This is an optimization exercise on Yosys and OpenROAD, whose aim is small area, a short achievable clock period and few clock cycles per item, not a production implementation. No run shown here included a check of the RTL's function; only the layout flow was run. Power is estimated from default activity; no workload was simulated.

`config.mk`:
```
export PLATFORM = sky130hd
export DESIGN_NAME = signed_integer_to_radix_digits_core
export DESIGN_NICKNAME = signed_integer_to_radix_digits_core
export VERILOG_FILES = /design/flow/design.v
export SDC_FILE = /design/flow/constraint.sdc
export NUM_CORES = 4
export LEC_CHECK = 0
export CAP_MARGIN = 20
export CORE_MARGIN = 2
export CORE_UTILIZATION = 40
export SETUP_SLACK_MARGIN = 5
export SLEW_MARGIN = 20
```
`constraint.sdc`:
```
create_clock -name core_clock -period 12.0 [get_ports {clk}]
set_input_delay 2.4000 -clock core_clock [delete_from_list [all_inputs] [get_ports {clk}]]
set_output_delay 2.4000 -clock core_clock [all_outputs]
set_load 0.01 [all_outputs]
```
`design.v`:
```
`default_nettype none
package sird_pkg;
  localparam int VALUE_W = 32;
  localparam int SYM_W   = 8;
  localparam int LEN_W   = 5;
  localparam int NCELL   = 14;    
  localparam int KSTEP   = 2;     
  localparam logic [SYM_W-1:0] CHAR_MINUS = 8'h2D;
  localparam logic [SYM_W-1:0] CHAR_PLUS  = 8'h2B;
endpackage
`default_nettype wire
`default_nettype none
import sird_pkg::*;
module sird_front (
  input  wire logic              clk,
  input  wire logic              rst_n,
  input  wire logic              cfg_wr,
  input  wire logic [LEN_W-1:0]  base_length,
  input  wire logic [127:0]      symbols,
  input  wire logic [SYM_W-1:0]  sym_val,       
  output logic                   chk_busy,
  output logic [3:0]             chk_idx,
  output logic                   chk_done,
  output logic                   chk_bad
);
  logic [15:0]      lenmask;
  logic             p_v;
  logic [SYM_W-1:0] p_sym;
  logic [3:0]       p_idx;
  logic             hit;
  always_comb begin
    for (int j = 0; j < 16; j++) lenmask[j] = (5'(j) < base_length);
  end
  always_comb begin
    hit = (p_sym == CHAR_PLUS) || (p_sym == CHAR_MINUS);
    for (int j = 1; j < 16; j++) begin
      if (lenmask[j] && (4'(j) > p_idx) && (symbols[8*j +: 8] == p_sym)) hit = 1'b1;
    end
  end
  always_ff @(posedge clk) begin
    if (!rst_n) begin
      chk_busy <= 1'b0;
      chk_bad  <= 1'b0;
      chk_idx  <= '0;
      p_v      <= 1'b0;
    end else if (cfg_wr) begin
      chk_busy <= 1'b1;
      chk_bad  <= 1'b0;
      chk_idx  <= '0;
      p_v      <= 1'b0;
    end else begin
      if (p_v && hit) chk_bad <= 1'b1;
      p_v <= chk_busy && lenmask[chk_idx];
      if (chk_busy) begin
        chk_idx <= chk_idx + 4'd1;
        if (chk_idx == 4'd15 || !lenmask[chk_idx + 4'd1]) chk_busy <= 1'b0;
      end
    end
  end
  always_ff @(posedge clk) begin
    if (chk_busy) begin
      p_sym <= sym_val;
      p_idx <= chk_idx;
    end
  end
  assign chk_done = !chk_busy && !p_v;
endmodule
`default_nettype wire
`default_nettype none
import sird_pkg::*;
module sird_queue (
  input  wire logic                 clk,
  input  wire logic                 flush,        
  input  wire logic                 in_v,
  input  wire logic [31:0]          in_d,
  input  wire logic [2:0]           cf_off,
  input  wire logic [3:0]           cf_k0,        
  input  wire logic [3:0]           cf_k1,        
  input  wire logic                 cf_odd,
  input  wire logic                 copy,         
  output logic                      m_load,
  output logic                      res_v,
  output logic                      res_neg,
  output logic [NCELL*4-1:0]        cells
);
  localparam int CW = NCELL * 4;
  function automatic logic [CW-1:0] dd_step(input logic [CW-1:0] c, input logic b,
                                             input logic [3:0] k0, input logic [3:0] k1,
                                             input logic odd);
    logic [NCELL-1:0] g, p, gg, pp, gn, pn;
    logic [NCELL:0]   cy;
    logic [3:0]       u, a0, a1, s0, s1;
    logic [CW-1:0]    r;
    for (int i = 0; i < NCELL; i++) begin
      u    = c[4*i +: 4];
      g[i] = u[3];
      p[i] = odd && (u == 4'd7);
    end
    gg = g;
    pp = p;
    for (int d = 1; d < NCELL; d = d * 2) begin
      gn = gg;
      pn = pp;
      for (int i = d; i < NCELL; i++) begin
        gn[i] = gg[i] | (pp[i] & gg[i-d]);
        pn[i] = pp[i] & pp[i-d];
      end
      gg = gn;
      pp = pn;
    end
    cy[0] = b;
    for (int i = 0; i < NCELL; i++) cy[i+1] = gg[i] | (pp[i] & b);
    for (int i = 0; i < NCELL; i++) begin
      u  = c[4*i +: 4];
      a0 = {u[2:0], 1'b0};
      a1 = {u[2:0], 1'b1};
      s0 = a0 + (g[i] ? k1 : k0);
      s1 = a1 + ((g[i] || p[i]) ? k1 : k0);
      r[4*i +: 4] = cy[i] ? s1 : s0;
    end
    dd_step = r;
  endfunction
  logic          m_busy, m_started, m_neg;
  logic [31:0]   m_r;
  logic [5:0]    m_cnt;
  logic          skip, can_step, last_step;
  logic [CW-1:0] cells_run, cells_first, cells_nxt;
  assign skip      = m_busy && !m_started && (m_r[31:24] == 8'd0) && (m_cnt > 6'd8);
  assign can_step  = m_busy && !skip && (!res_v || copy);
  assign last_step = can_step && (m_cnt == 6'(KSTEP));
  assign m_load    = in_v && (!m_busy || last_step);
  always_comb begin
    cells_run = cells;
    for (int k = 0; k < KSTEP; k++) begin
      cells_run = dd_step(cells_run, m_r[31-k], cf_k0, cf_k1, cf_odd);
    end
    for (int i = 0; i < NCELL; i++) cells_first[4*i +: 4] = {1'b0, cf_off};
    cells_first[3:0] = 4'({1'b0, cf_off} + 4'(m_r[31 -: KSTEP]));
    cells_nxt = m_started ? cells_run : cells_first;
  end
  always_ff @(posedge clk) begin
    if (flush) begin
      m_busy <= 1'b0;
      res_v  <= 1'b0;
    end else begin
      if (m_load)         m_busy <= 1'b1;
      else if (last_step) m_busy <= 1'b0;
      if (last_step)      res_v  <= 1'b1;
      else if (copy)      res_v  <= 1'b0;
    end
  end
  always_ff @(posedge clk) begin
    if (m_load) begin
      m_r       <= in_d[31] ? (32'd0 - in_d) : in_d;
      m_cnt     <= 6'd32;
      m_started <= 1'b0;
      m_neg     <= in_d[31];
    end else if (skip) begin
      m_r   <= {m_r[23:0], 8'd0};
      m_cnt <= m_cnt - 6'd8;
    end else if (can_step) begin
      m_r       <= m_r << KSTEP;
      m_cnt     <= m_cnt - 6'(KSTEP);
      m_started <= 1'b1;
    end
    if (can_step)  cells   <= cells_nxt;
    if (last_step) res_neg <= m_neg;
  end
endmodule
`default_nettype wire
`default_nettype none
import sird_pkg::*;
module sird_back (
  input  wire logic                 clk,
  input  wire logic                 flush,
  input  wire logic                 rst_n,
  input  wire logic                 cf_m2,
  input  wire logic                 cf_m3,
  input  wire logic                 cf_m4,
  input  wire logic [2:0]           cf_off,
  input  wire logic [127:0]         symbols,
  input  wire logic                 res_v,
  input  wire logic                 res_neg,
  input  wire logic [NCELL*4-1:0]   cells,
  input  wire logic                 chk_done,
  input  wire logic                 table_ok,
  input  wire logic                 chk_busy,
  input  wire logic [3:0]           chk_idx,
  output logic                      copy,
  output logic [SYM_W-1:0]          sym_val,
  output logic                      out_tvalid,
  input  wire logic                 out_tready,
  output logic [SYM_W-1:0]          out_tdata,
  output logic                      out_tlast
);
  localparam int CW = NCELL * 4;
  logic          e_v, e_sign;
  logic [CW-1:0] e_cells;
  logic [3:0]    e_i;
  logic [1:0]    e_j;
  logic [3:0]    e_val, e_digit;
  logic          e_lastpos, e_fin;
  logic [1:0]    jmax;
  logic [3:0]    i0, topv;
  logic [1:0]    j0;
  logic          d_v, d_sign, d_last;
  logic [3:0]    d_r;
  logic          f_adv, out_load;
  logic          out_v, out_l;
  logic [7:0]    out_d;
  logic [3:0]    sym_sel;
  assign out_load  = !out_v || out_tready;
  assign f_adv     = !d_v || out_load;
  assign e_lastpos = (e_i == 4'd0) && (e_j == 2'd0);
  assign e_fin     = e_v && f_adv && !e_sign && e_lastpos;
  assign copy      = res_v && chk_done && (!e_v || e_fin);
  assign jmax      = cf_m2 ? 2'd3 : ((cf_m3 || cf_m4) ? 2'd1 : 2'd0);
  always_comb begin
    logic [3:0] u;
    i0 = '0;
    u  = cells[3:0];
    for (int i = 1; i < NCELL; i++) begin
      if (cells[4*i +: 4] != {1'b0, cf_off}) begin
        i0 = 4'(i);
        u  = cells[4*i +: 4];
      end
    end
    topv = u - {1'b0, cf_off};
    if (cf_m2)      j0 = topv[3] ? 2'd3 : topv[2] ? 2'd2 : topv[1] ? 2'd1 : 2'd0;
    else if (cf_m4) j0 = (topv[3:2] != 2'd0) ? 2'd1 : 2'd0;
    else if (cf_m3) j0 = (topv >= 4'd3) ? 2'd1 : 2'd0;
    else            j0 = 2'd0;
  end
  always_comb begin
    logic [1:0] q3;
    e_val = e_cells[{e_i, 2'b00} +: 4] - {1'b0, cf_off};
    q3    = (e_val >= 4'd6) ? 2'd2 : (e_val >= 4'd3) ? 2'd1 : 2'd0;
    if (cf_m2)      e_digit = {3'd0, e_val[e_j]};
    else if (cf_m4) e_digit = e_j[0] ? {2'd0, e_val[3:2]} : {2'd0, e_val[1:0]};
    else if (cf_m3) e_digit = e_j[0] ? {2'd0, q3} : 4'(e_val - 4'(3 * q3));
    else            e_digit = e_val;
  end
  always_ff @(posedge clk) begin
    if (flush) begin
      e_v <= 1'b0;
      d_v <= 1'b0;
    end else begin
      if (copy && table_ok) e_v <= 1'b1;
      else if (e_fin)       e_v <= 1'b0;
      if (f_adv)            d_v <= e_v;
    end
  end
  always_ff @(posedge clk) begin
    if (copy) begin
      e_cells <= cells;
      e_i     <= i0;
      e_j     <= j0;
      e_sign  <= res_neg;
    end else if (e_v && f_adv) begin
      if (e_sign) begin
        e_sign <= 1'b0;
      end else if (e_j == 2'd0) begin
        e_i <= e_i - 4'd1;
        e_j <= jmax;
      end else begin
        e_j <= e_j - 2'd1;
      end
    end
  end
  always_ff @(posedge clk) begin
    if (e_v && f_adv) begin
      d_r    <= e_digit;
      d_sign <= e_sign;
      d_last <= !e_sign && e_lastpos;
    end
  end
  assign sym_sel = chk_busy ? chk_idx : d_r;
  assign sym_val = symbols[{sym_sel, 3'b000} +: 8];
  always_ff @(posedge clk) begin
    if (!rst_n) begin
      out_v <= 1'b0;
    end else if (out_load) begin
      out_v <= d_v;
    end
  end
  always_ff @(posedge clk) begin
    if (d_v && out_load) begin
      out_d <= d_sign ? CHAR_MINUS : sym_val;
      out_l <= d_last;
    end
  end
  assign out_tvalid = out_v;
  assign out_tdata  = out_d;
  assign out_tlast  = out_l;
endmodule
`default_nettype wire
`default_nettype none
import sird_pkg::*;
module signed_integer_to_radix_digits_core (
  input  wire logic        clk,
  input  wire logic        rst_n,
  input  wire logic        in_tvalid,
  output logic             in_tready,
  input  wire logic [31:0] in_tdata,      
  output logic             out_tvalid,
  input  wire logic        out_tready,
  output logic [7:0]       out_tdata,     
  output logic             out_tlast,
  input  wire logic        cfg_psel,
  input  wire logic        cfg_penable,
  input  wire logic        cfg_pwrite,
  input  wire logic [4:0]  cfg_paddr,
  input  wire logic [63:0] cfg_pwdata,
  output logic [63:0]      cfg_prdata,
  output logic             cfg_pready
);
  logic [LEN_W-1:0] base_length_r;
  logic [63:0]      symbols_low_r;
  logic [63:0]      symbols_high_r;
  logic [127:0]     symbols;
  logic             cfg_wr;
  logic             flush;
  logic [2:0]       rsel_r;
  assign cfg_pready = 1'b1;
  assign cfg_wr     = cfg_psel && cfg_penable && cfg_pwrite;
  assign flush      = !rst_n || cfg_wr;
  assign symbols    = {symbols_high_r, symbols_low_r};
  always_ff @(posedge clk) begin
    if (!rst_n) begin
      base_length_r  <= '0;
      symbols_low_r  <= '0;
      symbols_high_r <= '0;
    end else if (cfg_wr) begin
      case (cfg_paddr[4:3])
        2'd0: base_length_r  <= cfg_pwdata[LEN_W-1:0];
        2'd1: symbols_low_r  <= cfg_pwdata;
        2'd2: symbols_high_r <= cfg_pwdata;
        default: ;
      endcase
    end
  end
  always_ff @(posedge clk) begin
    rsel_r[0] <= (cfg_paddr[4:3] == 2'd0);
    rsel_r[1] <= (cfg_paddr[4:3] == 2'd1);
    rsel_r[2] <= (cfg_paddr[4:3] == 2'd2);
  end
  assign cfg_prdata = ({64{rsel_r[0]}} & {59'd0, base_length_r})
                    | ({64{rsel_r[1]}} & symbols_low_r)
                    | ({64{rsel_r[2]}} & symbols_high_r);
  logic       cf_m2, cf_m3, cf_m4, cf_odd, cf_ok;
  logic [2:0] cf_off;
  logic [3:0] cf_k0, cf_k1;
  always_ff @(posedge clk) begin
    logic [4:0] rr;
    logic [4:0] off;
    rr = (base_length_r == 5'd2 || base_length_r == 5'd4) ? 5'd16 :
         (base_length_r == 5'd3) ? 5'd9 : base_length_r;
    off = 5'd8 - ((rr + 5'd1) >> 1);
    cf_m2  <= (base_length_r == 5'd2);
    cf_m3  <= (base_length_r == 5'd3);
    cf_m4  <= (base_length_r == 5'd4);
    cf_odd <= rr[0];
    cf_off <= off[2:0];
    cf_k0  <= 4'(5'd0 - off);
    cf_k1  <= 4'(5'd0 - off - rr);
    cf_ok  <= (base_length_r >= 5'd2) && (base_length_r <= 5'd16);
  end
  logic        in_v;
  logic [31:0] in_d;
  logic        m_load;
  assign in_tready = !in_v;
  always_ff @(posedge clk) begin
    if (flush) begin
      in_v <= 1'b0;
    end else if (in_tvalid && !in_v) begin
      in_v <= 1'b1;
    end else if (m_load) begin
      in_v <= 1'b0;
    end
  end
  always_ff @(posedge clk) begin
    if (in_tvalid && !in_v) in_d <= in_tdata;
  end
  logic                chk_busy, chk_done, chk_bad;
  logic [3:0]          chk_idx;
  logic [SYM_W-1:0]    sym_val;
  logic                copy, res_v, res_neg;
  logic [NCELL*4-1:0]  cells;
  sird_front u_check (
    .clk         (clk),
    .rst_n       (rst_n),
    .cfg_wr      (cfg_wr),
    .base_length (base_length_r),
    .symbols     (symbols),
    .sym_val     (sym_val),
    .chk_busy    (chk_busy),
    .chk_idx     (chk_idx),
    .chk_done    (chk_done),
    .chk_bad     (chk_bad)
  );
  sird_queue u_conv (
    .clk     (clk),
    .flush   (flush),
    .in_v    (in_v),
    .in_d    (in_d),
    .cf_off  (cf_off),
    .cf_k0   (cf_k0),
    .cf_k1   (cf_k1),
    .cf_odd  (cf_odd),
    .copy    (copy),
    .m_load  (m_load),
    .res_v   (res_v),
    .res_neg (res_neg),
    .cells   (cells)
  );
  sird_back u_emit (
    .clk        (clk),
    .flush      (flush),
    .rst_n      (rst_n),
    .cf_m2      (cf_m2),
    .cf_m3      (cf_m3),
    .cf_m4      (cf_m4),
    .cf_off     (cf_off),
    .symbols    (symbols),
    .res_v      (res_v),
    .res_neg    (res_neg),
    .cells      (cells),
    .chk_done   (chk_done),
    .table_ok   (cf_ok && !chk_bad),
    .chk_busy   (chk_busy),
    .chk_idx    (chk_idx),
    .copy       (copy),
    .sym_val    (sym_val),
    .out_tvalid (out_tvalid),
    .out_tready (out_tready),
    .out_tdata  (out_tdata),
    .out_tlast  (out_tlast)
  );
endmodule
`default_nettype wire
```
`run.sh`:
```
#!/bin/bash
# synth_recipe.tcl (not shown) runs the flow's synth.tcl, then flattens the netlist and writes it again
# the make line also repeats each setting of config.mk as NAME=value (left out here)
make -C /OpenROAD-flow-scripts/flow DESIGN_CONFIG=/design/flow/config.mk WORK_HOME=/design/flow/orfs CLKGATE_MAP_FILE= SYNTH_SCRIPT=/design/flow/synth_recipe.tcl finish
```
==> flow_summary.toml, run 1 <==
[synth]
synth_common_cells = "nand2_1 (440), edfxtp_1 (212), clkbuf_1 (199)"
synth_edf_count = 212
yosys.area_share.simple_pct = 14.1
synthXorXnorAreaFrac_pct = 9.53
yosys.cell_types.count = 105
ys_warn_count = 4
synth_area_leader_cell = "edfxtp_1"
netlist_area_um2 = 29800
synth_fa_ha_area_share_pct = 8.70
synth_area_leaders = "edfxtp_1 (21%), dfxtp_1 (11%), mux2i_1 (5.7%)"
synth_ff_type = "edfxtp_1"
synth.top_cell.area_share_pct = 21.4
netlist_instances = 3126
async_flop_share_pct = 0
avgSynthCellArea_um2 = 9.52
yosysMostFrequentCell = "nand2_1"
ys_seq_area_share_pct = 32.8
synth_top_family_by_area = "compound AO/OA/AOI/OAI gates"
synth_compound_area_share_pct = 16.7
synthMuxAreaShare_pct = 13.8
yosys_register_bits = 382

[setup_path]
cp-end-kind = "flip-flop"
critical_path_class = "input port to flip-flop"
crit_end = "u_conv.m_r[31]"
start_kind = "input port"
cp-startpoint = "out_tready"
critPathRequiredTime_ns = 12.32
path_max_fanout = 61
ff2ff_setup_slack_ns = 6.26
crit_arrival_ns = 6.71
worstReg2RegEnd = "u_conv.cells[36]"
rr_worst_depth = 17
timing.rr.start = "cf_odd"

[die]
row_count = 100
die_w_um = 277
die_y_um = 277
core_area_um2 = 74100
pin_count = 184
dieArea_um2 = 76600
start_util_pct = 40.2

[min_path]
min_path_type = "flip-flop to flip-flop"

[placement]
dp_worst_setup_slack_ns = 4.87
routabilityCongestion = 0.922
placed_area_um2 = 32300
dp_hpwl_um = 61100
port-buffer-count = 179

[sta]
fin_setup_tns_ns = 0
setup_viol = 0
hold_viol = 0
drv_slew = 0
fmax_mhz = 157
worst_slew_pin_slew_ns = 1.10
min_period_ns = 6.39
rsz0062_at_grt = "false"
relSlewSlack_pct = 26.6
setup_ws_ns = 5.61
post-route-period-util_pct = 53.2
final.setup_skew_ns = 0.0269

[job]
cap_violations = 0

[pwr]
peakVddDrop_v = 0.0000949
pwr_density_cell_nw_per_um2 = 121
p_leak_nw = 12.8

[global_routing]
grt_pass1_vias = 23200
overflow = 0
grt_pass1_wl_um = 140000
grt_use_total_pct = 23.1
antenna_found_initial = 2
grt_max_degree = 92

[clocking]
root_buffer = "clkbuf_16"
cts.clk_slew.worst_paths_ns = 0.06
cts_buffers = 46
insertion_delay_ns = 0.59
cts_htree_levels = 2
holdBufCountCts = 0
clk_path_buf_depth = 3
tritoncts = "yes"
cts_resized = 0
clock-sinks = 382
postCtsSetupRepairBufs = 0

[final_layout]
syn_to_final_growth_pct = 13.9
final_area_um2 = 33900
drive_above_1_share_pct = 11.3
nets = 3447
fin_util_pct = 45.8

[detailed_routing]
ant_nets = 0
routed_wl_um = 90000
drt_iter0_markers = 2062
drt_pass1_iterations = 5
vias_per_cell = 5.75
drc_errors = 0
wl_per_cell_um = 21.5
via_count = 24000

[status]
status = "complete, no violations"
logic make-up (layout without fill, tap and decap cells):
kind of cell / Yosys count / in the layout
other: 1 / 2
xor gates and xnor gates: 321 / 321
DFF: 382 / 382
muxes: 337 / 337
buffers and inverters: 325 / 407
adders and majority gates: 171 / 171
AOI/OAI and AO/OA: 692 / 692
and+or+nand+nor: 897 / 897
sequential cells by signal (all words and copies together) (netlist names), 3 cells and up:
| signal | cells |
|---|---|
| u_conv.m_cnt | 5 |
| u_emit.e_i | 4 |
| base_length_r | 5 |
| u_emit.d_r | 4 |
| u_emit.out_d | 8 |
| u_check.chk_idx | 4 |
| cf_k1 | 4 |
| cf_k0 | 4 |
| rsel_r | 3 |
| u_check.p_sym | 8 |
| u_conv.m_r | 32 |
| u_check.p_idx | 4 |
| in_d | 32 |
| u_conv.cells | 56 |
| u_emit.e_cells | 56 |
| symbols_low_r | 64 |
| symbols_high_r | 64 |
report_power, final:
| group | total [mW] | internal (mW) | switching, mW |
|---|---|---|---|
| Combinational | 0.974 | 0.431 | 0.543 |
| Sequential | 1.61 | 1.48 | 0.136 |
| Clock | 1.50 | 0.917 | 0.585 |
per-stage QoR:
| stage | cells | hold WS [ns] | power, mW |
|---|---|---|---|
| after floorplan | 3126 | 0.400 | 2.33 |
| after global placement | 4091 | 0.444 | 2.60 |
| after detailed placement | 4091 | 0.432 | 2.61 |
| after CTS | 4176 | 0.447 | 4.12 |
| after global routing | 4177 | 0.477 | 4.28 |
| final | 4178 | 0.442 | 4.09 |
layer usage:
| layer | share of wire (%) | vias up | GRT usage [%] |
|---|---|---|---|
| met1 | 44 | 11700 | 31.1 |
| met5 | 0.016 | - | 0 |
| met2 | 47 | 788 | 37.8 |
| li1 | - | 11400 | - |
| met4 | 3.3 | 2 | 8.03 |
| met3 | 6.0 | 186 | 3.32 |
worst min path at each step:
stage                    startpoint              end  cells after the start
finish                u_emit.d_last     u_emit.out_l                      0
global route          u_emit.d_last     u_emit.out_l                      0
CTS                   u_emit.d_last     u_emit.out_l                      0
detailed placement    u_emit.d_last     u_emit.out_l                      0
global placement    u_check.chk_bad  u_check.chk_bad                      2
floorplan              u_conv.m_neg   u_conv.res_neg                      0
cell usage in the layout (no fill, tap or decap), drive strengths merged, types with 23 or more instances in the layout:
cell / instances
a211oi: 28
a21boi: 137
a21o: 34
a21oi: 143
a22o: 64
a31oi: 33
buf: 48
clkbuf: 59
clkdlybuf4s50: 178
dfxtp: 170
edfxtp: 212
fa: 61
ha: 107
inv: 95
mux2: 120
mux2i: 171
mux4: 46
nand2: 440
nand3: 45
nand4: 45
nor2: 147
nor2b: 36
nor3: 36
nor4: 34
o21ai: 110
or3: 23
xnor2: 154
xor2: 167
worst max-delay path: stages:
cell and delay, ns:
clkdlybuf4s50_1 0.53, nor2b_1 0.09, and2_1 0.20, o41ai_1 0.50, nand2_1 0.48, nand2_1 0.30, nand2_1 0.15, nor2_4 0.10
buf_4 0.65, nand4b_1 0.28, nand2_1 0.16, nand2_1 0.06, buf_4 0.27, clkinv_1 0.37, o21ai_0 0.15
cell type report:
type | count | area (µm²)
Fill cell | 7127 | 40200
Multi-Input combinational cell | 2419 | 18800
Antenna cell | 1 | 2.50
Clock inverter | 27 | 319
Sequential cell | 382 | 9790
Tap cell | 969 | 1210
Clock buffer | 58 | 1300
Inverter | 95 | 357
Timing Repair Buffer | 227 | 2150
==> run 2: changes to the inputs <==
--- a/config.mk
+++ b/config.mk
@@ -8,5 +8,4 @@
 export CAP_MARGIN = 20
 export CORE_MARGIN = 2
 export CORE_UTILIZATION = 40
-export SETUP_SLACK_MARGIN = 5
 export SLEW_MARGIN = 20
==> flow_summary.toml, run 2 <==
[setup_path]
critPathSlowestCell = "buf_4"
crit_arrival_ns = 6.74
crit_buf_inv = 4
path_max_fanout = 61
ff2ff_setup_slack_ns = 5.85
cp-end-kind = "flip-flop"
critPathRequiredTime_ns = 12.32
rr_worst_depth = 17
timing.rr.start = "cf_odd"
max_stage_delay_ns = 0.65
path_delay_family = "simple AND/OR/NAND/NOR gates"
start_kind = "input port"
path_common_cell = "nand2_1"
critical_path_class = "input port to flip-flop"
worstReg2RegEnd = "u_conv.cells[36]"
worstPathCellList = "clkdlybuf4s50_1 -> nor2b_1 -> and2_1 -> o41ai_1 -> nand2_1 -> nand2_1 -> nand2_1 -> nor2_4 -> buf_4 -> nand4b_1 -> nand2_1 -> nand2_1 -> buf_4 -> clkinv_1 -> o21ai_0"

[global_routing]
grt_pass1_vias = 23500
grt_use_total_pct = 23.0
overflow = 0
antenna_found_initial = 2
grt_pass1_wl_um = 140000
grt_max_degree = 102

[sta]
rsz0062_at_grt = "false"
relSlewSlack_pct = 30.9
worst_slew_pin_slew_ns = 1.04
setup_viol = 0
fin_setup_tns_ns = 0
drv_slew = 0
min_period_ns = 6.42
post-route-period-util_pct = 53.5
final.setup_skew_ns = 0.0309
fmax_mhz = 156
hold_viol = 0

[synth]
synth_ff_type = "edfxtp_1"
synth_area_leaders = "edfxtp_1 (21%), dfxtp_1 (11%), mux2i_1 (5.7%)"
netlist_instances = 3126
synth_area_leader_cell = "edfxtp_1"
synthMuxAreaShare_pct = 13.8
synth_edf_count = 212
synthXorXnorAreaFrac_pct = 9.53
ys_warn_count = 4
async_flop_share_pct = 0
yosys_register_bits = 382
synth_compound_area_share_pct = 16.7
synth.top_cell.area_share_pct = 21.4
yosys.cell_types.count = 105
synth_top_family_by_area = "compound AO/OA/AOI/OAI gates"
ys_seq_area_share_pct = 32.8
yosys.area_share.simple_pct = 14.1
synth_common_cells = "nand2_1 (440), edfxtp_1 (212), clkbuf_1 (199)"
avgSynthCellArea_um2 = 9.52
netlist_area_um2 = 29800
synth_fa_ha_area_share_pct = 8.70
yosysMostFrequentCell = "nand2_1"

[clocking]
clock-sinks = 382
cts_buffers = 46
clk_path_buf_depth = 3
holdBufCountCts = 0
cts_resized = 0
postCtsSetupRepairBufs = 0
insertion_delay_ns = 0.60
cts.clk_slew.worst_paths_ns = 0.06
cts_htree_levels = 2
tritoncts = "yes"
root_buffer = "clkbuf_16"

[die]
row_count = 100
die_w_um = 277
start_util_pct = 40.2
dieArea_um2 = 76600
pin_count = 184
die_y_um = 277
core_area_um2 = 74100

[detailed_routing]
drt_iter0_markers = 2173
drt_pass1_iterations = 5
ant_nets = 0
wl_per_cell_um = 21.7
via_count = 24300
vias_per_cell = 5.81
drc_errors = 0
routed_wl_um = 90600

[final_layout]
final_area_um2 = 33900
drive_above_1_share_pct = 11.5
nets = 3449
fill_cells = 7153
largestRegisters = "symbols_high_r (64), symbols_low_r (64)"
mostFrequentLayoutCell = "nand2_1"
multi_input_area_um2 = 18800
register_area_um2 = 9790
syn_to_final_growth_pct = 13.9
layout_common_cells = "nand2_1 (440), edfxtp_1 (212), clkdlybuf4s50_1 (178)"
fin_util_pct = 45.8

[status]
status = "complete, no violations"

[pwr]
pwr_density_cell_nw_per_um2 = 121
p_leak_nw = 12.9
peakVddDrop_v = 0.0000881

[placement]
port-buffer-count = 179
dp_hpwl_um = 61500
placed_area_um2 = 32300
routabilityCongestion = 0.898

[min_path]
hold_end = "u_conv.res_neg"
worstHoldStart = "u_conv.m_neg"
min_path_type = "flip-flop to flip-flop"
min_path_cells = 0

[job]
cap_violations = 0
-- run 2: through the flow --
step           hold slack (ns)  setup slack, ns  power (mW)  std cells
6_report                 0.426             5.58        4.09       4181
3_3_place_gp             0.421             4.91        2.60       4093
2_1_floorplan            0.400             4.61        2.33       3126
4_1_cts                  0.430             5.53        4.11       4179
5_1_grt                  0.439             5.18        4.27       4180
3_5_place_dp             0.416             4.91        2.61       4093
-- run 2: worst max path at each step --
stage	start	endpoint	slack, ns	depth (start not counted)
after floorplan	out_tready	u_conv.m_r[26]	4.61	13
after detailed placement	out_tready	u_conv.m_r[31]	4.91	15
final	out_tready	u_conv.m_r[31]	5.58	15
after CTS	out_tready	u_conv.m_r[31]	5.53	15
after global placement	out_tready	u_conv.m_r[31]	4.91	15
after global routing	out_tready	u_conv.m_r[31]	5.18	15
-- run 2: cells by family (layout without fill, tap and decap cells) --
| family | after synthesis | in the layout |
|---|---|---|
| other | 1 | 2 |
| AND/OR/NAND/NOR | 897 | 897 |
| adder cells (fa/ha/maj) | 171 | 171 |
| flip-flops | 382 | 382 |
| XOR/XNOR | 321 | 321 |
| multiplexers | 337 | 337 |
| buffers and inverters | 325 | 410 |
| AO/OA/AOI/OAI | 692 | 692 |
-- run 2: layout make-up --
class                      count  area share (%)
tap                          969            3.58
multi-input combinational   2419            55.4
inverter                      95            1.05
antenna                        1         0.00738
clock inverter                30            1.11
timing repair buffer         229            6.38
sequential                   382            28.9
clock buffer                  56            3.62
-- run 2: metal layers --
metal | track usage [%] | vias up | share of wire, %
met1 | 31.7 | 12000 | 44
met4 | 6.54 | 2 | 2.4
met2 | 37.6 | 808 | 47
met3 | 3.21 | 142 | 6.4
li1 | - | 11400 | -
met5 | 0 | - | 0.014
-- run 2: power by group --
part | switching (mW) | total (mW) | internal [mW]
clock network | 0.595 | 1.50 | 0.904
registers | 0.134 | 1.61 | 1.48
logic | 0.547 | 0.978 | 0.431
total | 1.28 | 4.09 | 2.81
==> run 3: changes to the inputs <==
--- a/design.v
+++ b/design.v
@@ -71,14 +71,14 @@
 module sird_queue (
   input  wire logic                 clk,
   input  wire logic                 flush,        
-  input  wire logic                 in_v,
-  input  wire logic [31:0]          in_d,
-  input  wire logic [2:0]           cf_off,
+  input  wire logic                 in_tvalid,
+  output logic                      in_tready,
+  input  wire logic [31:0]          in_tdata,
   input  wire logic [3:0]           cf_k0,        
   input  wire logic [3:0]           cf_k1,        
+  input  wire logic [2:0]           cf_off,
   input  wire logic                 cf_odd,
   input  wire logic                 copy,         
-  output logic                      m_load,
   output logic                      res_v,
   output logic                      res_neg,
   output logic [NCELL*4-1:0]        cells
@@ -89,7 +89,7 @@
                                              input logic odd);
     logic [NCELL-1:0] g, p, gg, pp, gn, pn;
     logic [NCELL:0]   cy;
-    logic [3:0]       u, a0, a1, s0, s1;
+    logic [3:0]       u;
     logic [CW-1:0]    r;
     for (int i = 0; i < NCELL; i++) begin
       u    = c[4*i +: 4];
@@ -111,31 +111,38 @@
     cy[0] = b;
     for (int i = 0; i < NCELL; i++) cy[i+1] = gg[i] | (pp[i] & b);
     for (int i = 0; i < NCELL; i++) begin
-      u  = c[4*i +: 4];
-      a0 = {u[2:0], 1'b0};
-      a1 = {u[2:0], 1'b1};
-      s0 = a0 + (g[i] ? k1 : k0);
-      s1 = a1 + ((g[i] || p[i]) ? k1 : k0);
-      r[4*i +: 4] = cy[i] ? s1 : s0;
+      u = c[4*i +: 4];
+      r[4*i +: 4] = {u[2:0], cy[i]} + (cy[i+1] ? k1 : k0);
     end
     dd_step = r;
   endfunction
   logic          m_busy, m_started, m_neg;
   logic [31:0]   m_r;
   logic [5:0]    m_cnt;
-  logic          skip, can_step, last_step;
+  logic          skip, can_step, last_step, m_load;
+  logic [31:0]   nz;           
+  logic [KSTEP-1:0] abits;     
+  logic          top_zero;
   logic [CW-1:0] cells_run, cells_first, cells_nxt;
-  assign skip      = m_busy && !m_started && (m_r[31:24] == 8'd0) && (m_cnt > 6'd8);
+  always_comb begin
+    nz[0] = 1'b0;
+    for (int i = 1; i < 32; i++) nz[i] = nz[i-1] | m_r[i-1];
+    for (int k = 0; k < KSTEP; k++) abits[KSTEP-1-k] = m_r[31-k] ^ (m_neg & nz[31-k]);
+    top_zero = m_neg ? (nz[24] ? (m_r[31:24] == 8'hFF) : (m_r[31:24] == 8'h00))
+                     : (m_r[31:24] == 8'h00);
+  end
+  assign skip      = m_busy && !m_started && top_zero && (m_cnt > 6'd8);
   assign can_step  = m_busy && !skip && (!res_v || copy);
   assign last_step = can_step && (m_cnt == 6'(KSTEP));
-  assign m_load    = in_v && (!m_busy || last_step);
+  assign in_tready = !m_busy || ((m_cnt == 6'(KSTEP)) && !res_v);
+  assign m_load    = in_tvalid && in_tready;
   always_comb begin
     cells_run = cells;
     for (int k = 0; k < KSTEP; k++) begin
-      cells_run = dd_step(cells_run, m_r[31-k], cf_k0, cf_k1, cf_odd);
+      cells_run = dd_step(cells_run, abits[KSTEP-1-k], cf_k0, cf_k1, cf_odd);
     end
     for (int i = 0; i < NCELL; i++) cells_first[4*i +: 4] = {1'b0, cf_off};
-    cells_first[3:0] = 4'({1'b0, cf_off} + 4'(m_r[31 -: KSTEP]));
+    cells_first[3:0] = 4'({1'b0, cf_off} + 4'(abits));
     cells_nxt = m_started ? cells_run : cells_first;
   end
   always_ff @(posedge clk) begin
@@ -151,10 +158,10 @@
   end
   always_ff @(posedge clk) begin
     if (m_load) begin
-      m_r       <= in_d[31] ? (32'd0 - in_d) : in_d;
+      m_r       <= in_tdata;
       m_cnt     <= 6'd32;
       m_started <= 1'b0;
-      m_neg     <= in_d[31];
+      m_neg     <= in_tdata[31];
     end else if (skip) begin
       m_r   <= {m_r[23:0], 8'd0};
       m_cnt <= m_cnt - 6'd8;
@@ -203,14 +210,17 @@
   logic [1:0]    jmax;
   logic [3:0]    i0, topv;
   logic [1:0]    j0;
-  logic          d_v, d_sign, d_last;
-  logic [3:0]    d_r;
-  logic          f_adv, out_load;
+  logic [1:0]    q_cnt;          
+  logic [5:0]    q0, q1;         
+  logic [5:0]    q_new;
+  logic          f_adv, push, pop, out_load;
   logic          out_v, out_l;
   logic [7:0]    out_d;
   logic [3:0]    sym_sel;
   assign out_load  = !out_v || out_tready;
-  assign f_adv     = !d_v || out_load;
+  assign f_adv     = (q_cnt != 2'd2);
+  assign push      = e_v && f_adv;
+  assign pop       = out_load && (q_cnt != 2'd0);
   assign e_lastpos = (e_i == 4'd0) && (e_j == 2'd0);
   assign e_fin     = e_v && f_adv && !e_sign && e_lastpos;
   assign copy      = res_v && chk_done && (!e_v || e_fin);
@@ -240,23 +250,33 @@
     else if (cf_m3) e_digit = e_j[0] ? {2'd0, q3} : 4'(e_val - 4'(3 * q3));
     else            e_digit = e_val;
   end
+  assign q_new = {e_sign, !e_sign && e_lastpos, e_digit};
   always_ff @(posedge clk) begin
     if (flush) begin
-      e_v <= 1'b0;
-      d_v <= 1'b0;
+      e_v   <= 1'b0;
+      q_cnt <= 2'd0;
     end else begin
       if (copy && table_ok) e_v <= 1'b1;
       else if (e_fin)       e_v <= 1'b0;
-      if (f_adv)            d_v <= e_v;
+      if (push && !pop)      q_cnt <= q_cnt + 2'd1;
+      else if (pop && !push) q_cnt <= q_cnt - 2'd1;
     end
   end
   always_ff @(posedge clk) begin
+    if (pop) begin
+      q0 <= (push && q_cnt == 2'd1) ? q_new : q1;
+    end else if (push && q_cnt == 2'd0) begin
+      q0 <= q_new;
+    end
+    if (push && (q_cnt == 2'd1) && !pop) q1 <= q_new;
+  end
+  always_ff @(posedge clk) begin
     if (copy) begin
       e_cells <= cells;
       e_i     <= i0;
       e_j     <= j0;
       e_sign  <= res_neg;
-    end else if (e_v && f_adv) begin
+    end else if (push) begin
       if (e_sign) begin
         e_sign <= 1'b0;
       end else if (e_j == 2'd0) begin
@@ -267,26 +287,19 @@
       end
     end
   end
-  always_ff @(posedge clk) begin
-    if (e_v && f_adv) begin
-      d_r    <= e_digit;
-      d_sign <= e_sign;
-      d_last <= !e_sign && e_lastpos;
-    end
-  end
-  assign sym_sel = chk_busy ? chk_idx : d_r;
+  assign sym_sel = chk_busy ? chk_idx : q0[3:0];
   assign sym_val = symbols[{sym_sel, 3'b000} +: 8];
   always_ff @(posedge clk) begin
     if (!rst_n) begin
       out_v <= 1'b0;
     end else if (out_load) begin
-      out_v <= d_v;
+      out_v <= (q_cnt != 2'd0);
     end
   end
   always_ff @(posedge clk) begin
-    if (d_v && out_load) begin
-      out_d <= d_sign ? CHAR_MINUS : sym_val;
-      out_l <= d_last;
+    if (pop) begin
+      out_d <= q0[5] ? CHAR_MINUS : sym_val;
+      out_l <= q0[4];
     end
   end
   assign out_tvalid = out_v;
@@ -365,22 +378,6 @@
     cf_k1  <= 4'(5'd0 - off - rr);
     cf_ok  <= (base_length_r >= 5'd2) && (base_length_r <= 5'd16);
   end
-  logic        in_v;
-  logic [31:0] in_d;
-  logic        m_load;
-  assign in_tready = !in_v;
-  always_ff @(posedge clk) begin
-    if (flush) begin
-      in_v <= 1'b0;
-    end else if (in_tvalid && !in_v) begin
-      in_v <= 1'b1;
-    end else if (m_load) begin
-      in_v <= 1'b0;
-    end
-  end
-  always_ff @(posedge clk) begin
-    if (in_tvalid && !in_v) in_d <= in_tdata;
-  end
   logic                chk_busy, chk_done, chk_bad;
   logic [3:0]          chk_idx;
   logic [SYM_W-1:0]    sym_val;
@@ -399,16 +396,16 @@
     .chk_bad     (chk_bad)
   );
   sird_queue u_conv (
-    .clk     (clk),
-    .flush   (flush),
-    .in_v    (in_v),
-    .in_d    (in_d),
-    .cf_off  (cf_off),
+    .clk       (clk),
+    .flush     (flush),
+    .in_tvalid (in_tvalid),
+    .in_tready (in_tready),
+    .in_tdata  (in_tdata),
+    .cf_off    (cf_off),
     .cf_k0   (cf_k0),
     .cf_k1   (cf_k1),
     .cf_odd  (cf_odd),
     .copy    (copy),
-    .m_load  (m_load),
     .res_v   (res_v),
     .res_neg (res_neg),
     .cells   (cells)
==> flow_summary.toml, run 3 <==
[pwr]
pwr_density_cell_nw_per_um2 = 126
p_leak_nw = 10.8
swShare_pct = 31.0
peakVddDrop_v = 0.000114
power_frac_clock_pct = 35.3
fin_total_pwr_mw = 3.60
internal-power_mw = 2.48
pwr-share-seq_pct = 41.7
p_comb_share_pct = 23.0
p_switching_mw = 1.12

[sta]
post-route-period-util_pct = 70.8
final.setup_skew_ns = 0.0258
min_period_ns = 8.49
fin_setup_tns_ns = 0
rsz0062_at_grt = "false"
relSlewSlack_pct = 24.9
fmax_mhz = 118
drv_slew = 0
setup_viol = 0
worst_slew_pin_slew_ns = 1.13
hold_viol = 0

[final_layout]
largestRegisters = "symbols_high_r (64), symbols_low_r (64)"
nets = 2954
drive_above_1_share_pct = 10.2
diodes = 0
layout_common_cells = "nand2_1 (411), edfxtp_1 (186), clkdlybuf4s50_1 (178)"
syn_to_final_growth_pct = 15.5
mostFrequentLayoutCell = "nand2_1"

[detailed_routing]
vias_per_cell = 5.83
drc_errors = 0
ant_nets = 0
via_count = 20600
wl_per_cell_um = 22.5
drt_pass1_iterations = 7
routed_wl_um = 79100
drt_iter0_markers = 1690

[setup_path]
critPathSlowestCell = "nor4_2"
max_stage_delay_ns = 0.76
crit_arrival_ns = 8.81
path_common_cell = "nand4_1"
ff2ff_setup_slack_ns = 3.51
start_kind = "flip-flop"
cp-end-kind = "flip-flop"
path_max_fanout = 7
critical_path_class = "flip-flop to flip-flop"
critPathRequiredTime_ns = 12.32

[global_routing]
grt_pass1_vias = 20500
grt_pass1_wl_um = 122000
antenna_found_initial = 2
grt_use_total_pct = 24.5
grt_max_degree = 99
overflow = 0

[clocking]
cts.clk_slew.worst_paths_ns = 0.06
cts_htree_levels = 2
cts_buffers = 40
clock-sinks = 356
holdBufCountCts = 0
cts_resized = 0
postCtsSetupRepairBufs = 0
insertion_delay_ns = 0.59
root_buffer = "clkbuf_16"
clk_path_buf_depth = 3
tritoncts = "yes"

[die]
row_count = 91
dieArea_um2 = 64000
start_util_pct = 40.4
die_y_um = 253
core_area_um2 = 61500
die_w_um = 253
pin_count = 184

[synth]
netlist_area_um2 = 24800
synth_area_leaders = "edfxtp_1 (23%), dfxtp_1 (14%), nand2_1 (6.2%)"
synthMuxAreaShare_pct = 11.2
yosys.cell_types.count = 86
synth_ff_type = "edfxtp_1"
synthXorXnorAreaFrac_pct = 9.24
synth_compound_area_share_pct = 15.5
synth_top_family_by_area = "compound AO/OA/AOI/OAI gates"
synth.top_cell.area_share_pct = 22.5
synth_area_leader_cell = "edfxtp_1"
yosysMostFrequentCell = "nand2_1"
synth_edf_count = 186
yosys.area_share.simple_pct = 14.7
synth_fa_ha_area_share_pct = 8.33
avgSynthCellArea_um2 = 9.52
yosys_register_bits = 356
async_flop_share_pct = 0
synth_common_cells = "nand2_1 (411), edfxtp_1 (186), dfxtp_1 (170)"
ys_warn_count = 4
netlist_instances = 2607
ys_seq_area_share_pct = 36.2

[placement]
routabilityCongestion = 0.959
port-buffer-count = 179
dp_hpwl_um = 55600

[min_path]
min_path_type = "flip-flop to flip-flop"

[job]
cap_violations = 0

[status]
status = "complete, no violations"
==> run 3: cell types whose count changed after synthesis, sizes merged, moves of 28 or more <==
cell | previous run | this run
mux2i | 171 | 73
nor2 | 147 | 82
clkbuf | 199 | 147
inv | 94 | 139
a21oi | 143 | 105
xor2 | 167 | 136
mux2 | 120 | 90
nand2 | 440 | 411
xnor2 | 154 | 125
fa | 61 | 33
==> run 3: cells by family after synthesis <==
kind of cell,after synthesis
AO/OA/AOI/OAI,554
XOR/XNOR,261
adder cells (fa/ha/maj),146
buffers and inverters,311
flip-flops,356
multiplexers,209
other,1
AND/OR/NAND/NOR,769
==> run 3: cell type report <==
class                   instances  area (µm²)
clock inverters                16         210
well taps                     790         988
repair buffers                223        2120
inverters                     141         529
flip-flops and latches        356        8990
clock buffers                  57        1110
multi-input cells            1941       14700
fillers                      5753       32800
==> run 3: routing by layer <==
metal | global-route usage, % | wire length [µm]
met2 | 39.3 | 36500
met4 | 7.20 | 2030
met1 | 33.8 | 34700
met5 | 0 | 0
met3 | 4.33 | 5980
==> run 3: critical path, delay by kind of cell, from the launching register on <==
kind                       cells  cell delay [ns]
and+or+nand+nor               12             3.82
adders and majority gates      3             0.88
DFF                            1             0.42
buffers and inverters          2             0.16
AOI/OAI and AO/OA              8             1.77
xor gates and xnor gates       1             0.36
muxes                          2             0.75
==> run 3: power by group through the flow <==
stage	sequential [mW]	clock, mW	combinational, mW
detailed placement	1.53	0	0.817
CTS	1.50	1.29	0.822
global placement	1.52	0	0.796
global route	1.51	1.34	0.905
finish	1.50	1.27	0.826
floorplan	1.48	0	0.565
==> run 3: stage by stage <==
step | hold slack, ns | area (µm²) | cells | worst slack (ns) | util, %
floorplan | 0.400 | 24800 | 2608 | 5.42 | -
global placement | 0.403 | 27300 | 3451 | 3.92 | 44.5
detailed placement | 0.407 | 27300 | 3451 | 3.70 | 44.5
CTS | 0.444 | 28700 | 3524 | 3.63 | 46.6
global route | 0.455 | 28700 | 3524 | 3.01 | 46.6
finish | 0.446 | 28700 | 3524 | 3.51 | 46.6
==> run 3: worst paths after layout <==
kind | cells past startpoint | start | endpoint
max | 28 | u_conv.m_r[0] | u_conv.cells[55]
min | 0 | u_emit.q0[4] | u_emit.out_l
max reg2reg | 28 | u_conv.m_r[0] | u_conv.cells[55]
min reg2reg | 0 | u_emit.q0[4] | u_emit.out_l
==> run 4: changes to the inputs <==
--- a/config.mk
+++ b/config.mk
@@ -5,6 +5,7 @@
 export SDC_FILE = /design/flow/constraint.sdc
 export NUM_CORES = 4
 export LEC_CHECK = 0
+export ABC_AREA = 1
 export CAP_MARGIN = 20
 export CORE_MARGIN = 2
 export CORE_UTILIZATION = 40
==> flow_summary.toml, run 4 <==
[placement]
placed_area_um2 = 27900
port-buffer-count = 179
routabilityCongestion = 0.983
dp_cells = 4355
dp_hpwl_um = 67700

[final_layout]
layout_common_cells = "nand2_1 (624), o21ai_0 (415), inv_1 (392)"
fin_util_pct = 46.7
final_cells = 4436
mostFrequentLayoutCell = "nand2_1"
multi_input_area_um2 = 14200
syn_to_final_growth_pct = 15.6
register_area_um2 = 8990
nets = 3807
drive_above_1_share_pct = 6.10
largestRegisters = "symbols_high_r (64), symbols_low_r (64)"
final_area_um2 = 29400
fill_cells = 6390

[synth]
netlist_area_um2 = 25400
ys_seq_area_share_pct = 35.3
synth.top_cell.area_share_pct = 22.0
yosys.cell_types.count = 63
synth_area_leaders = "edfxtp_1 (22%), dfxtp_1 (13%), nand2_1 (9.2%)"
yosysMostFrequentCell = "nand2_1"
netlist_instances = 3459
async_flop_share_pct = 0
ys_warn_count = 4
synth_ff_type = "edfxtp_1"
yosys_register_bits = 356
synth_common_cells = "nand2_1 (626), o21ai_0 (415), inv_1 (395)"
avgSynthCellArea_um2 = 7.35
synth_area_leader_cell = "edfxtp_1"
synth_edf_count = 186

[clocking]
root_buffer = "clkbuf_16"
cts_buffers = 45
holdBufCountCts = 0
postCtsSetupRepairBufs = 0
cts_htree_levels = 2
insertion_delay_ns = 0.60
clock-sinks = 356
cts_resized = 0
cts.clk_slew.worst_paths_ns = 0.06
clk_path_buf_depth = 3
tritoncts = "yes"

[global_routing]
grt_use_total_pct = 27.8
grt_max_degree = 106
antenna_found_initial = 2
overflow = 0
grt_pass1_wl_um = 142000
grt_pass1_vias = 23200

[sta]
min_period_ns = 6.20
whs_ns = 0.438
setup_viol = 0
post-route-period-util_pct = 51.7
worst_slew_pin_slew_ns = 1.12
fin_setup_tns_ns = 0
rsz0062_at_grt = "false"
relSlewSlack_pct = 25.3
drv_slew = 0
fmax_mhz = 161
hold_viol = 0
final.setup_skew_ns = 0.0382

[detailed_routing]
wl_per_cell_um = 21.0
vias_per_cell = 5.58
drt_iter0_markers = 2775
routed_wl_um = 93000
ant_nets = 0
drc_errors = 0
via_count = 24800
drt_pass1_iterations = 6

[die]
pin_count = 184
dieArea_um2 = 65600
start_util_pct = 40.4
die_w_um = 256
core_area_um2 = 63000
die_y_um = 256
row_count = 92

[job]
cap_violations = 0

[pwr]
p_leak_nw = 11.9
pwr_density_cell_nw_per_um2 = 147
peakVddDrop_v = 0.0000946

[setup_path]
critical_path_class = "flip-flop to flip-flop"
path_max_fanout = 25
crit_arrival_ns = 6.55
critPathRequiredTime_ns = 12.35
cp-end-kind = "flip-flop"
start_kind = "flip-flop"

[min_path]
min_path_type = "flip-flop to flip-flop"

[status]
status = "complete, no violations"
[run 4: cell types whose count changed after synthesis, sizes merged, moves of 48 or more]
cell / delta
mux2i: -73
a21boi: -132
o22ai: +76
a22o: -48
nand2: +252
nand3: +191
nor2: +236
inv: +270
xnor2: -97
a21oi: +176
mux2: -84
o21ai: +340
[run 4: stage by stage]
stage / power (mW) / worst slack (ns)
2_1_floorplan: 2.44 / 7.36
3_3_place_gp: 2.90 / 5.98
3_5_place_dp: 2.91 / 5.94
4_1_cts: 4.32 / 5.90
5_1_grt: 4.54 / 5.14
6_report: 4.32 / 5.80
[run 4: metal layers]
metal	vias to the layer above	global-route usage [%]	routed length [µm]
met4	2	9.55	3220
met3	188	4.60	8030
li1	11900	-	-
met5	-	0	12
met1	11500	37.8	39400
met2	1108	44.6	42400
[run 4: cells by family (layout without fill, tap and decap cells)]
group | after synthesis | after routing | share of synthesized area, %
flops | 356 | 356 | 35.3
mux | 6 | 6 | 0.266
other cells | 1 | 3 | 0.0147
buf+inv | 581 | 710 | 8.75
xor+xnor | 144 | 144 | 4.96
fa+ha+maj | 143 | 143 | 8.01
simple gates | 1294 | 1294 | 22.3
compound gates | 934 | 934 | 20.4
[run 4: layout make-up]
class	count	area share, %
Multi-Input combinational cell	2523	48.4
Sequential cell	356	30.6
Timing Repair Buffer	212	6.92
Inverter	418	5.34
Clock buffer	65	4.68
Tap cell	846	3.60
Clock inverter	15	0.447
Antenna cell	1	0.00851
[run 4: report_power, final]
| group | internal (mW) | leakage, nW | switching (mW) |
|---|---|---|---|
| sequential | 1.43 | 3.12 | 0.102 |
| combinational | 0.455 | 8.03 | 0.929 |
| clock | 0.821 | 0.741 | 0.582 |
[run 4: worst paths after layout]
kind | start | to | slack [ns] | cells past startpoint
max | cf_k0[0] | u_conv.cells[55] | 5.80 | 23
min | u_emit.q0[4] | u_emit.out_l | 0.44 | 0
max reg2reg | cf_k0[0] | u_conv.cells[55] | 5.80 | 23
min reg2reg | u_emit.q0[4] | u_emit.out_l | 0.44 | 0
[run 4: worst max-delay path: stages (launching register included)]
cell and delay, ns:
dfxtp_1 1.00, inv_1 0.62, buf_4 0.43, o21ai_0 0.22
ha_1 0.20, inv_1 0.06, fa_1 0.48, nor4_1 0.66
nand3_1 0.21, nor2_1 0.21, nand2_1 0.12, nor2_1 0.17
nand3_1 0.16, nand3_2 0.22, nand2_1 0.08, o21ai_1 0.17
inv_1 0.07, ha_1 0.27, nand3_1 0.08, nand2_1 0.09
xor2_1 0.19, nand3_1 0.10, nand2_1 0.07, nor2_1 0.05
==> run 5: changes to the inputs <==
==> flow/run.sh (new file) <==
#!/bin/bash
set -euo pipefail
bash standard.sh SETUP_SLACK_MARGIN=9 finish > standard_flow.log 2>&1
==> standard.sh (new file) <==
#!/bin/bash
# synth_recipe.tcl (not shown) runs the flow's synth.tcl, then flattens the netlist and writes it again
# the make line also repeats each setting of config.mk as NAME=value (left out here)
make -C /OpenROAD-flow-scripts/flow DESIGN_CONFIG=/design/flow/config.mk WORK_HOME=/design/flow/orfs CLKGATE_MAP_FILE= SYNTH_SCRIPT=/design/flow/synth_recipe.tcl "${@:-finish}"
removed: run.sh
==> flow_summary.toml, run 5 <==
[synth]
synth_area_leaders = "edfxtp_1 (22%), dfxtp_1 (13%), nand2_1 (9.2%)"
netlist_area_um2 = 25400
avgSynthCellArea_um2 = 7.35
synth_ff_type = "edfxtp_1"
synthMuxAreaShare_pct = 0.266
synth.top_cell.area_share_pct = 22.0
synth_edf_count = 186
synthXorXnorAreaFrac_pct = 4.96
ys_warn_count = 4
synth_common_cells = "nand2_1 (626), o21ai_0 (415), inv_1 (395)"
synth_compound_area_share_pct = 20.4
synth_fa_ha_area_share_pct = 8.01
ys_seq_area_share_pct = 35.3
yosys.cell_types.count = 63
netlist_instances = 3459
synth_top_family_by_area = "simple AND/OR/NAND/NOR gates"
yosys.area_share.simple_pct = 22.3
yosys_register_bits = 356
async_flop_share_pct = 0
synth_area_leader_cell = "edfxtp_1"
yosysMostFrequentCell = "nand2_1"

[setup_path]
crit_arrival_ns = 5.55
ff2ff_setup_slack_ns = 6.76
cp-startpoint = "cf_odd"
max_stage_delay_ns = 0.38
critPathRequiredTime_ns = 12.31
critPathSlowestCell = "dfxtp_4"
timing.rr.start = "cf_odd"
worstReg2RegEnd = "u_conv.cells[50]"
cp-end-kind = "flip-flop"
path_max_fanout = 8
critical_path_class = "flip-flop to flip-flop"
start_kind = "flip-flop"
rr_worst_depth = 30
crit_end = "u_conv.cells[50]"

[global_routing]
overflow = 0
antenna_found_initial = 2
grt_max_degree = 67
grt_pass1_wl_um = 168000
grt_pass1_vias = 26900
grt_use_total_pct = 33.6

[sta]
worst_slew_pin_slew_ns = 1.17
setup_viol = 0
whs_ns = 0.415
setup_ws_ns = 6.76
fin_setup_tns_ns = 0
drv_slew = 0
final.setup_skew_ns = 0.0457
rsz0062_at_grt = "true"
post-route-period-util_pct = 43.6
hold_viol = 0
min_period_ns = 5.24
relSlewSlack_pct = 21.7
fmax_mhz = 191

[detailed_routing]
drt_pass1_iterations = 9
routed_wl_um = 118000
vias_per_cell = 5.93
drt_iter0_markers = 3287
via_count = 28900
wl_per_cell_um = 24.2
ant_nets = 0
drc_errors = 0

[die]
dieArea_um2 = 65600
core_area_um2 = 63000
die_y_um = 256
row_count = 92
die_w_um = 256
pin_count = 184
start_util_pct = 40.4

[min_path]
min_path_cells = 0
min_path_type = "flip-flop to flip-flop"
worstHoldStart = "u_emit.q0[4]"

[placement]
port-buffer-count = 179
routabilityCongestion = 0.979
dp_hpwl_um = 67300
placed_area_um2 = 29500
dp_cells = 4349
dp_worst_setup_slack_ns = 6.10

[clocking]
cts.clk_slew.worst_paths_ns = 0.06
cts_buffers = 45
cts_htree_levels = 2
holdBufCountCts = 0
insertion_delay_ns = 0.62
tritoncts = "yes"
clk_path_buf_depth = 3
root_buffer = "clkbuf_16"
clock-sinks = 356

[final_layout]
layout_common_cells = "nand2_1 (522), inv_1 (341), buf_4 (267)"
final_area_um2 = 38800
fill_cells = 5359
diodes = 0
syn_to_final_growth_pct = 52.7
nets = 4235
drive_above_1_share_pct = 35.7
mostFrequentLayoutCell = "nand2_1"
fin_util_pct = 61.7
final_cells = 4865
largestRegisters = "symbols_high_r (64), symbols_low_r (64)"

[status]
status = "complete, no violations"

[pwr]
pwr_density_cell_nw_per_um2 = 130
fin_total_pwr_mw = 5.04
peakVddDrop_v = 0.000102
p_leak_nw = 15.6

[job]
cap_violations = 0
-- run 5: cells by family after synthesis --
kind of cell    after synthesis
flops                       356
xor+xnor                    144
fa+ha+maj                   143
simple gates               1294
buf+inv                     581
compound gates              934
mux                           6
other cells                   1
-- run 5: per-layer routing --
metal  wire length, µm  track usage (%)  vias up
met5                23                0        -
met4              8190             17.5        4
met3             14000             8.68      506
met2             51700             52.5     1812
met1             43800             42.6    13700
li1                  -                -    12900
-- run 5: how the worst min path moves through the flow --
stage	end	slack, ns
after floorplan	u_emit.out_l	0.40
after global placement	u_emit.out_l	0.41
after detailed placement	u_emit.out_l	0.41
after CTS	u_emit.out_l	0.41
after global routing	u_emit.out_l	0.43
final	u_emit.out_l	0.41
-- run 5: layout make-up --
| type | count | area [µm²] | share of cell area (%) |
|---|---|---|---|
| Multi-Input combinational cell | 2552 | 18900 | 48.7 |
| Sequential cell | 356 | 9030 | 23.2 |
| Timing Repair Buffer | 595 | 6290 | 16.2 |
| Inverter | 418 | 1740 | 4.48 |
| Clock buffer | 64 | 1310 | 3.38 |
| Tap cell | 846 | 1060 | 2.72 |
| Timing Repair inverter | 16 | 299 | 0.770 |
| Clock inverter | 18 | 198 | 0.509 |
-- run 5: power breakdown --
| part | total (mW) | switching (mW) | internal (mW) |
|---|---|---|---|
| clock | 1.42 | 0.592 | 0.829 |
| combinational | 2.10 | 1.28 | 0.817 |
| sequential | 1.52 | 0.0898 | 1.43 |
| total | 5.04 | 1.96 | 3.07 |
-- run 5: what timing repair did --
action / in CTS / in global routing
cloned: 52 / 11
pin swaps: 203 / 184
resized for setup: 844 / 448
endpoints found under the setup margin: 525 / 456
buffers inserted: 271 / 100
-- run 5: worst max-delay path, delay by kind of cell (launching register included) --
kind,cells,cell delay (ns)
AO/OA/AOI/OAI,3,0.35
AND/OR/NAND/NOR,16,2.28
adder cells (fa/ha/maj),4,1.14
flip-flops,1,0.38
buffers and inverters,5,0.41
XOR/XNOR,2,0.35
==> run 6: changes to the inputs <==
==> flow/run.sh (replaced) <==
#!/bin/bash
set -euo pipefail
bash standard.sh SETUP_SLACK_MARGIN=7 finish > standard_flow.log 2>&1
==> flow_summary.toml, run 6 <==
[final_layout]
final_area_um2 = 32300
fin_util_pct = 51.4
largestRegisters = "symbols_high_r (64), symbols_low_r (64)"
drive_above_1_share_pct = 17.4
layout_common_cells = "nand2_1 (582), inv_1 (372), o21ai_0 (371)"
final_cells = 4621
mostFrequentLayoutCell = "nand2_1"
syn_to_final_growth_pct = 27.2
register_area_um2 = 9000
fill_cells = 6084
nets = 3993
multi_input_area_um2 = 15700
diodes = 0

[synth]
synth.top_cell.area_share_pct = 22.0
ys_warn_count = 4
yosys.cell_types.count = 63
netlist_area_um2 = 25400
yosys_register_bits = 356
synth_edf_count = 186
synth_common_cells = "nand2_1 (626), o21ai_0 (415), inv_1 (395)"
async_flop_share_pct = 0
synth_area_leaders = "edfxtp_1 (22%), dfxtp_1 (13%), nand2_1 (9.2%)"
synth_ff_type = "edfxtp_1"
netlist_instances = 3459
ys_seq_area_share_pct = 35.3
synth_area_leader_cell = "edfxtp_1"
avgSynthCellArea_um2 = 7.35
yosysMostFrequentCell = "nand2_1"

[setup_path]
path_max_fanout = 7
ff2ff_setup_slack_ns = 6.84
critPathSlowestCell = "fa_2"
critical_path_class = "flip-flop to flip-flop"
start_kind = "flip-flop"
crit_arrival_ns = 5.47
worstReg2RegEnd = "u_conv.cells[41]"
timing.rr.start = "u_conv.m_r[20]"
max_stage_delay_ns = 0.52
cp-end-kind = "flip-flop"
rr_worst_depth = 30
critPathRequiredTime_ns = 12.31
cp-startpoint = "u_conv.m_r[20]"

[detailed_routing]
wl_per_cell_um = 21.2
routed_wl_um = 98100
drc_errors = 0
drt_pass1_iterations = 6
vias_per_cell = 5.61
drt_iter0_markers = 2987
ant_nets = 0
via_count = 25900

[global_routing]
antenna_found_initial = 1
grt_pass1_vias = 24000
grt_pass1_wl_um = 147000
overflow = 0
grt_max_degree = 106
grt_use_total_pct = 28.7

[pwr]
pwr-share-seq_pct = 32.9
p_leak_nw = 13.1
pwr_density_cell_nw_per_um2 = 143
peakVddDrop_v = 0.0000963
p_switching_mw = 1.75
p_comb_share_pct = 36.7
power_frac_clock_pct = 30.4
internal-power_mw = 2.87
fin_total_pwr_mw = 4.62
swShare_pct = 37.9

[placement]
placed_area_um2 = 27900
dp_cells = 4355
dp_worst_setup_slack_ns = 5.94
dp_hpwl_um = 67700
port-buffer-count = 179
routabilityCongestion = 0.983

[clocking]
cts.clk_slew.worst_paths_ns = 0.06
clk_path_buf_depth = 3
root_buffer = "clkbuf_16"
holdBufCountCts = 0
tritoncts = "yes"
cts_htree_levels = 2
cts_buffers = 45
insertion_delay_ns = 0.61
clock-sinks = 356

[min_path]
min_path_type = "flip-flop to flip-flop"
worstHoldStart = "u_emit.q0[4]"
min_path_cells = 0
hold_end = "u_emit.out_l"

[sta]
hold_viol = 0
final.setup_skew_ns = 0.0403
fin_setup_tns_ns = 0
relSlewSlack_pct = 32.6
drv_slew = 0
min_period_ns = 5.16
whs_ns = 0.438
setup_viol = 0
fmax_mhz = 194
worst_slew_pin_slew_ns = 1.01
rsz0062_at_grt = "true"
setup_ws_ns = 6.84
post-route-period-util_pct = 43.0

[die]
start_util_pct = 40.4
core_area_um2 = 63000
die_w_um = 256
die_y_um = 256
dieArea_um2 = 65600
pin_count = 184
row_count = 92

[status]
status = "complete, no violations"

[job]
cap_violations = 0
[run 6: worst max-delay path by stage]
| stage | end | slack (ns) | depth (start not counted) |
|---|---|---|---|
| floorplan | u_conv.cells[51] | 7.36 | 31 |
| global placement | u_conv.cells[43] | 5.98 | 30 |
| detailed placement | u_conv.cells[55] | 5.94 | 24 |
| CTS | u_conv.cells[43] | 6.96 | 32 |
| global route | u_conv.cells[41] | 6.53 | 31 |
| finish | u_conv.cells[41] | 6.84 | 30 |
[run 6: cell type report]
type | count | share of cell area [%]
clock inverter | 15 | 0.406
sequential | 356 | 27.8
timing repair buffer | 396 | 10.9
multi-input combinational | 2525 | 48.4
tap | 846 | 3.27
inverter | 418 | 4.91
clock buffer | 65 | 4.26
[run 6: what timing repair did]
action	in CTS	in global routing
setup buffers	86	97
pin swaps	71	111
cloned	1	1
endpoints found under the hold margin	0	0
resized for setup	181	222
setup endpoints to repair	100	46
[run 6: power groups by stage]
stage          Combinational [mW]  Clock [mW]  Sequential, mW
2_1_floorplan               0.934           0            1.51
3_3_place_gp                 1.35           0            1.55
3_5_place_dp                 1.36           0            1.55
4_1_cts                      1.51        1.42            1.52
5_1_grt                      1.84        1.47            1.53
6_report                     1.69        1.41            1.52
[run 6: per-layer routing]
metal	share of wire (%)	track usage, %	vias to the layer above
met2	46	46.0	1136
met3	8.8	5.08	214
met4	3.7	10.7	0
li1	-	-	12300
met1	42	38.6	12200
met5	0	0	-
[run 6: cells by family (layout without fill, tap and decap cells)]
| group | after synthesis | after routing | synth area share (%) |
|---|---|---|---|
| AOI/OAI and AO/OA | 934 | 934 | 20.4 |
| xor gates and xnor gates | 144 | 144 | 4.96 |
| adders and majority gates | 143 | 143 | 8.01 |
| buffers and inverters | 581 | 894 | 8.75 |
| DFF | 356 | 356 | 35.3 |
| muxes | 6 | 6 | 0.266 |
| other | 1 | 2 | 0.0147 |
| and+or+nand+nor | 1294 | 1296 | 22.3 |
[run 6: critical path, delay by kind of cell, from the launching register on]
| family | cells | cell delay (ns) |
|---|---|---|
| simple gates | 18 | 2.40 |
| fa+ha+maj | 4 | 1.28 |
| flops | 1 | 0.40 |
| buf+inv | 4 | 0.36 |
| compound gates | 3 | 0.22 |
| xor+xnor | 1 | 0.21 |

static timing again, ports no longer ideal:
Ports are ideal in the flow. The routed layouts listed here were re-timed in OpenROAD. Step 1 (the two cells are an assumption about what drives the block):
set clk [get_ports {clk}]
set_driving_cell -lib_cell sky130_fd_sc_hd__clkbuf_16 $clk
set_driving_cell -lib_cell sky130_fd_sc_hd__buf_2 [delete_from_list [all_inputs] $clk]
Step 2 also shifts input and output timing later by t, the mid clock arrival at the registers, as if the neighbouring blocks saw the same clock. Slacks: ideal ports / drivers / drivers and shift; pairs: ideal ports / drivers.
| run | t (ns) | setup slack, ns | clock arrival spread, ns | worst register clock-pin slew, ns |
|---|---|---|---|---|
| run 1 | 0.643 | 5.612 / 5.639 / 4.997 | 0.031 / 0.031 | 0.07 / 0.07 |
| run 2 | 0.651 | 5.581 / 5.620 / 4.969 | 0.031 / 0.031 | 0.07 / 0.07 |
| run 3 | 0.642 | 3.508 / 3.508 / 3.508 | 0.026 / 0.026 | 0.06 / 0.06 |
| run 4 | 0.642 | 5.801 / 5.801 / 5.801 | 0.040 / 0.040 | 0.07 / 0.07 |
| run 5 | 0.665 | 6.763 / 6.763 / 6.763 | 0.051 / 0.050 | 0.06 / 0.06 |
| run 6 | 0.645 | 6.841 / 6.841 / 6.841 | 0.042 / 0.041 | 0.07 / 0.07 |
After both steps setup and hold are still met in every run listed. The setup slack of run 1, which loses most, moves by +0.027 ns with the drivers and by -0.615 ns with both steps.
